This design comes from an exercise in tuning for a short achievable clock period and few clock cycles per item on the open sky130 flow, not from production work. The RTL was checked by simulation tests, not by an equivalence proof against the original design.

==> flow/design.v <==
package rv_pkg;
    localparam int XLEN = 32;
    typedef logic [XLEN-1:0] xlen_t;
    typedef logic [4:0]      reg_addr_t;
    typedef logic [6:0]      opcode_t;
    typedef logic [2:0]      funct3_t;
    typedef logic [6:0]      funct7_t;
    localparam opcode_t OPC_OP     = 7'b0110011;
    localparam opcode_t OPC_OP_IMM = 7'b0010011;
    localparam opcode_t OPC_LUI    = 7'b0110111;
    localparam funct7_t F7_BASE = 7'b0000000;
    localparam funct7_t F7_ALT  = 7'b0100000;
    typedef enum logic [3:0] {
        ALU_ADD,
        ALU_SUB,
        ALU_AND,
        ALU_OR,
        ALU_XOR,
        ALU_SLT,
        ALU_SLTU,
        ALU_SLL,
        ALU_SRL,
        ALU_SRA,
        ALU_PASS_B
    } alu_op_e;
    typedef struct packed {
        alu_op_e   alu_op;
        xlen_t     a;
        xlen_t     b;
        reg_addr_t rd;
        logic      wen;
        logic      illegal;
    } id_ex_t;
    typedef struct packed {
        reg_addr_t rd;
        logic      wen;
        logic      illegal;
        xlen_t     data;
    } ex_wb_t;
endpackage
module rv_regfile (
    input  logic              clk,
    input  logic              rst_n,
    input  rv_pkg::reg_addr_t raddr1_i,
    input  rv_pkg::reg_addr_t raddr2_i,
    output rv_pkg::xlen_t     rdata1_o,
    output rv_pkg::xlen_t     rdata2_o,
    input  logic              wen_i,
    input  rv_pkg::reg_addr_t waddr_i,
    input  rv_pkg::xlen_t     wdata_i
);
    rv_pkg::xlen_t regs [1:31];
    always_ff @(posedge clk or negedge rst_n) begin
        if (!rst_n) begin
            for (int i = 1; i < 32; i++) begin
                regs[i] <= '0;
            end
        end else if (wen_i) begin
            regs[waddr_i] <= wdata_i;
        end
    end
    assign rdata1_o = (raddr1_i == '0) ? '0 : regs[raddr1_i];
    assign rdata2_o = (raddr2_i == '0) ? '0 : regs[raddr2_i];
endmodule
module rv_decode (
    input  logic              clk,
    input  logic              rst_n,
    input  logic              inst_valid_i,
    input  rv_pkg::xlen_t     inst_i,
    output logic              inst_allowin_o,
    input  logic              ex_allowin_i,
    output logic              dec_valid_o,
    output rv_pkg::id_ex_t    dec_o,
    output rv_pkg::reg_addr_t rf_raddr1_o,
    output rv_pkg::reg_addr_t rf_raddr2_o,
    input  rv_pkg::xlen_t     rf_rdata1_i,
    input  rv_pkg::xlen_t     rf_rdata2_i,
    input  logic              ex_fwd_valid_i,
    input  rv_pkg::ex_wb_t    ex_fwd_i,
    input  logic              wb_fwd_valid_i,
    input  rv_pkg::ex_wb_t    wb_fwd_i
);
    rv_pkg::xlen_t     inst_q;
    rv_pkg::opcode_t   opcode;
    rv_pkg::funct3_t   funct3;
    rv_pkg::funct7_t   funct7;
    rv_pkg::reg_addr_t rs1;
    rv_pkg::reg_addr_t rs2;
    rv_pkg::reg_addr_t rd;
    rv_pkg::xlen_t     imm_i;
    rv_pkg::xlen_t     imm_u;
    rv_pkg::xlen_t     rs1_val;
    rv_pkg::xlen_t     rs2_val;
    rv_pkg::alu_op_e   alu_op;
    logic              is_op;
    logic              is_op_imm;
    logic              is_lui;
    logic              alt;
    logic              f7_ok;
    logic              legal;
    function automatic rv_pkg::xlen_t fwd_sel(
        input rv_pkg::reg_addr_t src,
        input rv_pkg::xlen_t     rf_data,
        input logic              ex_v,
        input rv_pkg::ex_wb_t    ex_r,
        input logic              wb_v,
        input rv_pkg::ex_wb_t    wb_r
    );
        rv_pkg::xlen_t val;
        val = rf_data;
        if (wb_v && wb_r.wen && wb_r.rd == src)
            val = wb_r.data;
        if (ex_v && ex_r.wen && ex_r.rd == src)
            val = ex_r.data;
        fwd_sel = val;
    endfunction
    assign inst_allowin_o = !dec_valid_o || ex_allowin_i;
    always_ff @(posedge clk or negedge rst_n) begin
        if (!rst_n) begin
            dec_valid_o <= 1'b0;
        end else if (inst_allowin_o) begin
            dec_valid_o <= inst_valid_i;
        end
    end
    always_ff @(posedge clk) begin
        if (inst_valid_i && inst_allowin_o)
            inst_q <= inst_i;
    end
    assign opcode    = inst_q[6:0];
    assign rd        = inst_q[11:7];
    assign funct3    = inst_q[14:12];
    assign rs1       = inst_q[19:15];
    assign rs2       = inst_q[24:20];
    assign funct7    = inst_q[31:25];
    assign imm_i     = {{20{inst_q[31]}}, inst_q[31:20]};
    assign imm_u     = {inst_q[31:12], 12'b0};
    assign is_op     = opcode == rv_pkg::OPC_OP;
    assign is_op_imm = opcode == rv_pkg::OPC_OP_IMM;
    assign is_lui    = opcode == rv_pkg::OPC_LUI;
    assign alt       = funct7 == rv_pkg::F7_ALT;
    always_comb begin
        case (funct3)
            3'b000:  alu_op = (is_op && alt) ? rv_pkg::ALU_SUB : rv_pkg::ALU_ADD;
            3'b001:  alu_op = rv_pkg::ALU_SLL;
            3'b010:  alu_op = rv_pkg::ALU_SLT;
            3'b011:  alu_op = rv_pkg::ALU_SLTU;
            3'b100:  alu_op = rv_pkg::ALU_XOR;
            3'b101:  alu_op = alt ? rv_pkg::ALU_SRA : rv_pkg::ALU_SRL;
            3'b110:  alu_op = rv_pkg::ALU_OR;
            default: alu_op = rv_pkg::ALU_AND;
        endcase
        if (is_lui)
            alu_op = rv_pkg::ALU_PASS_B;
        if (is_op)
            f7_ok = funct7 == rv_pkg::F7_BASE || (alt && (funct3 == 3'b000 || funct3 == 3'b101));
        else if (funct3 == 3'b001)
            f7_ok = funct7 == rv_pkg::F7_BASE;
        else if (funct3 == 3'b101)
            f7_ok = funct7 == rv_pkg::F7_BASE || alt;
        else
            f7_ok = 1'b1;
        legal = is_lui || ((is_op || is_op_imm) && f7_ok);
    end
    assign rf_raddr1_o = rs1;
    assign rf_raddr2_o = rs2;
    assign rs1_val = fwd_sel(rs1, rf_rdata1_i, ex_fwd_valid_i, ex_fwd_i, wb_fwd_valid_i, wb_fwd_i);
    assign rs2_val = fwd_sel(rs2, rf_rdata2_i, ex_fwd_valid_i, ex_fwd_i, wb_fwd_valid_i, wb_fwd_i);
    always_comb begin
        dec_o.alu_op  = alu_op;
        dec_o.a       = rs1_val;
        dec_o.b       = is_op ? rs2_val : (is_lui ? imm_u : imm_i);
        dec_o.rd      = rd;
        dec_o.wen     = legal && rd != '0;
        dec_o.illegal = !legal;
    end
endmodule
module rv_execute (
    input  logic           clk,
    input  logic           rst_n,
    input  logic           dec_valid_i,
    input  rv_pkg::id_ex_t dec_i,
    output logic           ex_allowin_o,
    input  logic           wb_allowin_i,
    output logic           ex_valid_o,
    output rv_pkg::ex_wb_t ex_o
);
    rv_pkg::xlen_t alu_res;
    logic [4:0]    shamt;
    assign shamt = dec_i.b[4:0];
    always_comb begin
        case (dec_i.alu_op)
            rv_pkg::ALU_ADD:    alu_res = dec_i.a + dec_i.b;
            rv_pkg::ALU_SUB:    alu_res = dec_i.a - dec_i.b;
            rv_pkg::ALU_AND:    alu_res = dec_i.a & dec_i.b;
            rv_pkg::ALU_OR:     alu_res = dec_i.a | dec_i.b;
            rv_pkg::ALU_XOR:    alu_res = dec_i.a ^ dec_i.b;
            rv_pkg::ALU_SLT:    alu_res = {31'b0, $signed(dec_i.a) < $signed(dec_i.b)};
            rv_pkg::ALU_SLTU:   alu_res = {31'b0, dec_i.a < dec_i.b};
            rv_pkg::ALU_SLL:    alu_res = dec_i.a << shamt;
            rv_pkg::ALU_SRL:    alu_res = dec_i.a >> shamt;
            rv_pkg::ALU_SRA:    alu_res = rv_pkg::xlen_t'($signed(dec_i.a) >>> shamt);
            rv_pkg::ALU_PASS_B: alu_res = dec_i.b;
            default:            alu_res = '0;
        endcase
    end
    assign ex_allowin_o = !ex_valid_o || wb_allowin_i;
    always_ff @(posedge clk or negedge rst_n) begin
        if (!rst_n) begin
            ex_valid_o <= 1'b0;
        end else if (ex_allowin_o) begin
            ex_valid_o <= dec_valid_i;
        end
    end
    always_ff @(posedge clk) begin
        if (dec_valid_i && ex_allowin_o) begin
            ex_o.rd      <= dec_i.rd;
            ex_o.wen     <= dec_i.wen;
            ex_o.illegal <= dec_i.illegal;
            ex_o.data    <= alu_res;
        end
    end
endmodule
module rv_retire (
    input  logic              clk,
    input  logic              rst_n,
    input  logic              ex_valid_i,
    input  rv_pkg::ex_wb_t    ex_i,
    output logic              wb_allowin_o,
    output logic              retire_valid_o,
    output rv_pkg::ex_wb_t    retire_o,
    input  logic              retire_ready_i,
    output logic              rf_wen_o,
    output rv_pkg::reg_addr_t rf_waddr_o,
    output rv_pkg::xlen_t     rf_wdata_o
);
    logic leaving;
    assign leaving      = retire_valid_o && retire_ready_i;
    assign wb_allowin_o = !retire_valid_o || retire_ready_i;
    always_ff @(posedge clk or negedge rst_n) begin
        if (!rst_n) begin
            retire_valid_o <= 1'b0;
        end else if (wb_allowin_o) begin
            retire_valid_o <= ex_valid_i;
        end
    end
    always_ff @(posedge clk) begin
        if (ex_valid_i && wb_allowin_o)
            retire_o <= ex_i;
    end
    assign rf_wen_o   = leaving && retire_o.wen;
    assign rf_waddr_o = retire_o.rd;
    assign rf_wdata_o = retire_o.data;
endmodule
module rv_core_top (
    input  logic           clk,
    input  logic           rst_n,
    input  logic           inst_valid_i,
    input  logic [31:0]    inst_i,
    output logic           inst_allowin_o,
    output logic           retire_valid_o,
    output logic [38:0]    retire_o,
    input  logic           retire_ready_i
);
    logic              dec_valid;
    rv_pkg::id_ex_t    dec_out;
    logic              ex_allowin;
    logic              ex_valid;
    rv_pkg::ex_wb_t    ex_out;
    logic              wb_allowin;
    rv_pkg::reg_addr_t rf_raddr1;
    rv_pkg::reg_addr_t rf_raddr2;
    rv_pkg::xlen_t     rf_rdata1;
    rv_pkg::xlen_t     rf_rdata2;
    logic              rf_wen;
    rv_pkg::reg_addr_t rf_waddr;
    rv_pkg::xlen_t     rf_wdata;
    rv_pkg::ex_wb_t    retire_s;
    assign retire_o = retire_s;
    rv_decode decode_i (
        .clk            (clk),
        .rst_n          (rst_n),
        .inst_valid_i   (inst_valid_i),
        .inst_i         (inst_i),
        .inst_allowin_o (inst_allowin_o),
        .ex_allowin_i   (ex_allowin),
        .dec_valid_o    (dec_valid),
        .dec_o          (dec_out),
        .rf_raddr1_o    (rf_raddr1),
        .rf_raddr2_o    (rf_raddr2),
        .rf_rdata1_i    (rf_rdata1),
        .rf_rdata2_i    (rf_rdata2),
        .ex_fwd_valid_i (ex_valid),
        .ex_fwd_i       (ex_out),
        .wb_fwd_valid_i (retire_valid_o),
        .wb_fwd_i       (retire_s)
    );
    rv_regfile regfile_i (
        .clk      (clk),
        .rst_n    (rst_n),
        .raddr1_i (rf_raddr1),
        .raddr2_i (rf_raddr2),
        .rdata1_o (rf_rdata1),
        .rdata2_o (rf_rdata2),
        .wen_i    (rf_wen),
        .waddr_i  (rf_waddr),
        .wdata_i  (rf_wdata)
    );
    rv_execute execute_i (
        .clk          (clk),
        .rst_n        (rst_n),
        .dec_valid_i  (dec_valid),
        .dec_i        (dec_out),
        .ex_allowin_o (ex_allowin),
        .wb_allowin_i (wb_allowin),
        .ex_valid_o   (ex_valid),
        .ex_o         (ex_out)
    );
    rv_retire retire_i (
        .clk            (clk),
        .rst_n          (rst_n),
        .ex_valid_i     (ex_valid),
        .ex_i           (ex_out),
        .wb_allowin_o   (wb_allowin),
        .retire_valid_o (retire_valid_o),
        .retire_o       (retire_s),
        .retire_ready_i (retire_ready_i),
        .rf_wen_o       (rf_wen),
        .rf_waddr_o     (rf_waddr),
        .rf_wdata_o     (rf_wdata)
    );
endmodule
==> flow/run.sh <==
#!/bin/bash
# synth_recipe.tcl (not shown) runs the flow's synth.tcl, then flattens the netlist and writes it again
# the make line also repeats each setting of config.mk as NAME=value (left out here)
make -C /OpenROAD-flow-scripts/flow DESIGN_CONFIG=/design/flow/config.mk WORK_HOME=/design/flow/orfs CLKGATE_MAP_FILE= SYNTH_SCRIPT=/design/flow/synth_recipe.tcl finish
==> flow/config.mk <==
export PLATFORM = sky130hd
export DESIGN_NAME = rv_core_top
export DESIGN_NICKNAME = rv_core_top
export VERILOG_FILES = /design/flow/design.v
export SDC_FILE = /design/flow/constraint.sdc
export NUM_CORES = 8
export LEC_CHECK = 0
export CAP_MARGIN = 20
export CORE_MARGIN = 2
export CORE_UTILIZATION = 40
export SLEW_MARGIN = 20
==> flow/constraint.sdc <==
create_clock -name core_clock -period 8.0 [get_ports {clk}]
set_input_delay 1.6000 -clock core_clock [delete_from_list [all_inputs] [get_ports {clk}]]
set_output_delay 1.6000 -clock core_clock [all_outputs]
set_load 0.01 [all_outputs]
==> run summary <==
[state kept, by name (all words and copies together), names as in the netlist]
name,flops
execute_i.ex_valid_o,1
decode_i.inst_q,32
regfile_i.regs,992
retire_i.retire_o,39
decode_i.dec_valid_o,1
retire_i.retire_valid_o,1
execute_i.ex_o,39
[final cells by class]
cell class	count	area, um^2	area share (%)
inverters	102	383	0.509
clock inverters	52	711	0.945
well taps	2175	2720	3.62
multi-input cells	4378	35000	46.5
repair buffers	506	4390	5.84
clock buffers	182	3750	4.99
diodes	22	55.1	0.0732
flip-flops and latches	1105	28200	37.5
[worst register-to-register path, delay by kind of cell, from the launching register on]
family / cells / cell delay, ns
simple gates: 5 / 1.09
xor+xnor: 1 / 0.20
compound gates: 10 / 3.43
buf+inv: 6 / 1.89
flops: 1 / 0.47
fa+ha+maj: 1 / 0.36
[placed cells by master, fill, tap and decap left out, drive strengths merged, types with 29 or more instances in the layout]
master	count
nor4	46
a2111oi	97
buf	431
nand2	306
o21ai	190
nand3b	30
clkinv	30
a22o	62
nand2b	39
mux2	1029
edfxtp	110
nor3	90
clkbuf	182
dfrtp	995
a221oi	83
nor2	247
o211ai	38
ha	99
inv	112
nand3	113
o22ai	29
a21oi	225
nand4	118
a211oi	39
o21a	47
clkdlybuf4s50	75
mux2i	174
and3	331
a222oi	30
a22oi	524
[metal layers]
metal	wire length, um	global-route usage, %	share of wire, %	vias up
li1	-	-	-	23691
met1	136000	53.3	36	31456
met2	157000	63.8	41	5377
met3	48600	16.7	13	1787
met4	38000	35.1	10	36
met5	260	0	0.068	-
[worst max path at each step]
| stage | from | end | slack, ns | cells past startpoint |
|---|---|---|---|---|
| after global placement | decode_i.inst_q[24] | execute_i.ex_o[18] | 0.45 | 27 |
| after global routing | decode_i.inst_q[23] | execute_i.ex_o[18] | 0.18 | 27 |
| after floorplan | decode_i.inst_q[21] | execute_i.ex_o[31] | 2.01 | 27 |
| after CTS | decode_i.inst_q[18] | execute_i.ex_o[31] | 0.50 | 24 |
| final | decode_i.inst_q[16] | execute_i.ex_o[18] | 0.25 | 23 |
| after detailed placement | decode_i.inst_q[18] | execute_i.ex_o[31] | 0.53 | 24 |
[cell families after synthesis]
kind of cell,share of synthesized area [%]
multiplexers,20.5
XOR/XNOR,0.431
adder cells (fa/ha/maj),1.97
flip-flops,43.4
AND/OR/NAND/NOR,12.0
AO/OA/AOI/OAI,17.5
buffers and inverters,4.19
[cell usage after synthesis (28+ instances only)]
cell	count	area share (%)
a2111oi_0	97	1.3
a211oi_1	38	0.44
a21oi_1	220	1.7
a221oi_1	76	1.0
a222oi_1	30	0.46
a22o_1	62	0.83
a22oi_1	523	6.0
and3_1	331	3.2
buf_1	55	0.32
buf_2	72	0.55
clkbuf_1	429	2.5
dfrtp_1	995	38
edfxtp_1	110	5.1
ha_1	99	1.9
inv_1	95	0.55
mux2_2	1029	18
mux2i_1	174	2.7
nand2_1	306	1.8
nand2b_1	39	0.38
nand3_1	113	0.87
nand3b_1	28	0.32
nand4_1	118	1.1
nor2_1	246	1.4
nor2b_1	28	0.27
nor3_1	89	0.68
nor4_1	44	0.42
o211ai_1	38	0.44
o21a_1	47	0.54
o21ai_0	183	1.4
o22ai_1	29	0.28
[power groups by stage]
stage / sequential, mW / combinational (mW) / clock [mW]
after floorplan: 7.24 / 2.34 / 0
after global placement: 7.74 / 4.02 / 0
after detailed placement: 7.74 / 4.05 / 0
after CTS: 7.65 / 4.07 / 6.34
after global routing: 7.76 / 4.42 / 6.57
final: 7.73 / 4.26 / 6.34
[timing repair]
| action | in CTS | in global routing |
|---|---|---|
| setup buffers | 0 | 0 |
| setup endpoints to repair | 0 | 2 |
| gates resized for setup | 0 | 2 |
==> results.py <==
metrics = {
    "cts": {
        "cts_buffer_depth": 3,
        "cts_tree": "done",
        "numClockSinks": 1105,
        "clk_latency_ns": 0.81,
        "cts_buffers": 131,
        "clkTransAtPathRegs_ns": 0.06,
        "htreeDepth": 4,
        "root_buffer": "clkbuf_16",
        "holdBufCountCts": 0,
    },
    "timing": {
        "fin_tns_setup_ns": 0,
        "worst_pin_slew_ns": 1.34,
        "rsz0062_at_grt": "no",
        "finalHoldViolations": 0,
        "timing.final.crit_share_pct": 96.9,
        "period_needed_ns": 7.75,
        "max_slew_margin_pct": 10.4,
        "fin_skew_ns": 0.0448,
        "whs_ns": 0.424,
        "finalSetupViolCount": 0,
        "setup_ws_ns": 0.250,
        "fmax_mhz": 129,
        "slew_violations": 0,
    },
    "setup_path": {
        "r2r_start": "decode_i.inst_q[16]",
        "crit_arrival_ns": 8.26,
        "path_class": "register to register",
        "path_buf_inv": 6,
        "cp_slowest_stage_delay_ns": 0.99,
        "path_cells": "buf_12 > buf_4 > xnor2_1 > nand4_1 > nor3_2 > buf_4 > a211oi_1 > o31ai_1 > o21ai_1 > inv_1 > ha_1 > or4_1 > o21ai_0 > nor3_1 > a21boi_0 > buf_4 > nor2_1 > o21ai_0 > a21o_1 > a21oi_1 > a211oi_1 > buf_4 > o31ai_1",
        "cp_max_fo": 45,
        "cp_common_cell": "buf_4",
        "worstPathRequired_ns": 8.51,
        "r2r-end": "execute_i.ex_o[18]",
        "r2r_slack_ns": 0.25,
        "end_kind": "register",
        "rr_worst_depth": 23,
        "cp_slowest_cell": "o31ai_1",
        "path_delay_family": "compound AO/OA/AOI/OAI gates",
        "cp-start-kind": "register",
    },
    "worst_hold_path": {
        "min_path_cells": 0,
        "hold_path_class": "register to register",
        "hold_end": "retire_i.retire_o[32]",
        "min_from": "execute_i.ex_o[32]",
    },
    "final_layout": {
        "area_growth_pct": 15.6,
        "fill_cells": 15250,
        "stdcell_area_um2": 75200,
        "fin_util_pct": 46.4,
        "nets": 6361,
        "layout-drive-gt1-share_pct": 29.6,
        "final_cells": 8522,
    },
    "drt": {
        "wl_per_cell_um": 44.5,
        "ant_nets": 0,
        "vias": 62347,
        "first_pass_iters": 10,
        "postRouteWirelength_um": 380000,
        "vias_per_cell": 7.32,
        "drt_iter0_markers": 11182,
        "drc": 0,
    },
    "yosys": {
        "synth_edf_count": 110,
        "ys_warn_count": 5,
        "synth_nets": 6298,
        "synthFlopType": "dfrtp_1",
        "synthCells": 6161,
        "syn-cell-area_um2": 65100,
        "async_reset_ff_share_pct": 90.0,
        "synth_cell_type_count": 97,
        "ys_seq_elements": 1105,
        "avgSynthCellArea_um2": 10.6,
        "ys_seq_area_share_pct": 43.4,
    },
    "flow_run": {
        "maxCapViolations": 0,
    },
    "grt": {
        "grt_max_degree": 170,
        "grt_first_pass_wirelength_um": 514000,
        "grt.overflow.total": 0,
        "grt_pass1_vias": 59787,
        "antenna_found_initial": 37,
        "track_usage_pct": 44.4,
    },
    "run_status": {
        "outcome": "no timing/DRC/antenna violations",
    },
    "power_and_ir_drop": {
        "netSwitchingPower_mw": 6.43,
        "internal_power_mw": 11.9,
        "peakVddDrop_v": 0.000176,
        "seq_power_share_pct": 42.2,
        "power_leakage_nw": 34.1,
        "switching_share_pct": 35.1,
        "power_density_nw_per_um2": 244,
        "p_clk_share_pct": 34.6,
        "p_comb_share_pct": 23.2,
        "power_mw": 18.3,
    },
    "die": {
        "io_pins": 77,
        "rows": 148,
        "die_width_um": 407,
        "start_util_pct": 40.1,
        "dieArea_um2": 166000,
        "core_um2": 162000,
        "die_h_um": 407,
    },
    "placed_design": {
        "post_dp_cell_area_um2": 70500,
        "io_buffers": 76,
        "dpl.hpwl_um": 254000,
        "dpl_worst_slack_ns": 0.527,
        "dp_cells": 8260,
        "gp_congestion": 1.06,
    },
}
Testbench counts, summed over its fixed seeds: cycles 16,024, items 16,000.

-- what the ideal ports hide --
The flow's constraints put no driver on any port. The routed layout listed below was extracted and timed again, unchanged, in two steps.
Step 1: set_driving_cell puts a clkbuf_16 on clk and a buf_2 on each other input, an assumption about the parent block.
Step 2 adds t to the input delays and takes it off the output delays; t is the mean of the earliest and latest rising clock arrival at the registers after step 1. Input paths then give back, and output paths get back, about the clock's delay inside the block.
a / b / c = no drivers / after step 1 / after step 2; a / b = the first two.
t (ns): 0.881
setup WS [ns]: 0.250 / 0.250 / 0.250
hold WS [ns]: 0.424 / 0.424 / 0.424
clock arrival spread, ns: 0.052 / 0.052
worst register clock-pin slew, ns: 0.07 / 0.07
After both steps setup and hold are still met in this run. For this run, drivers alone change the setup slack by 0.000 ns; drivers and shift together by 0.000 ns.
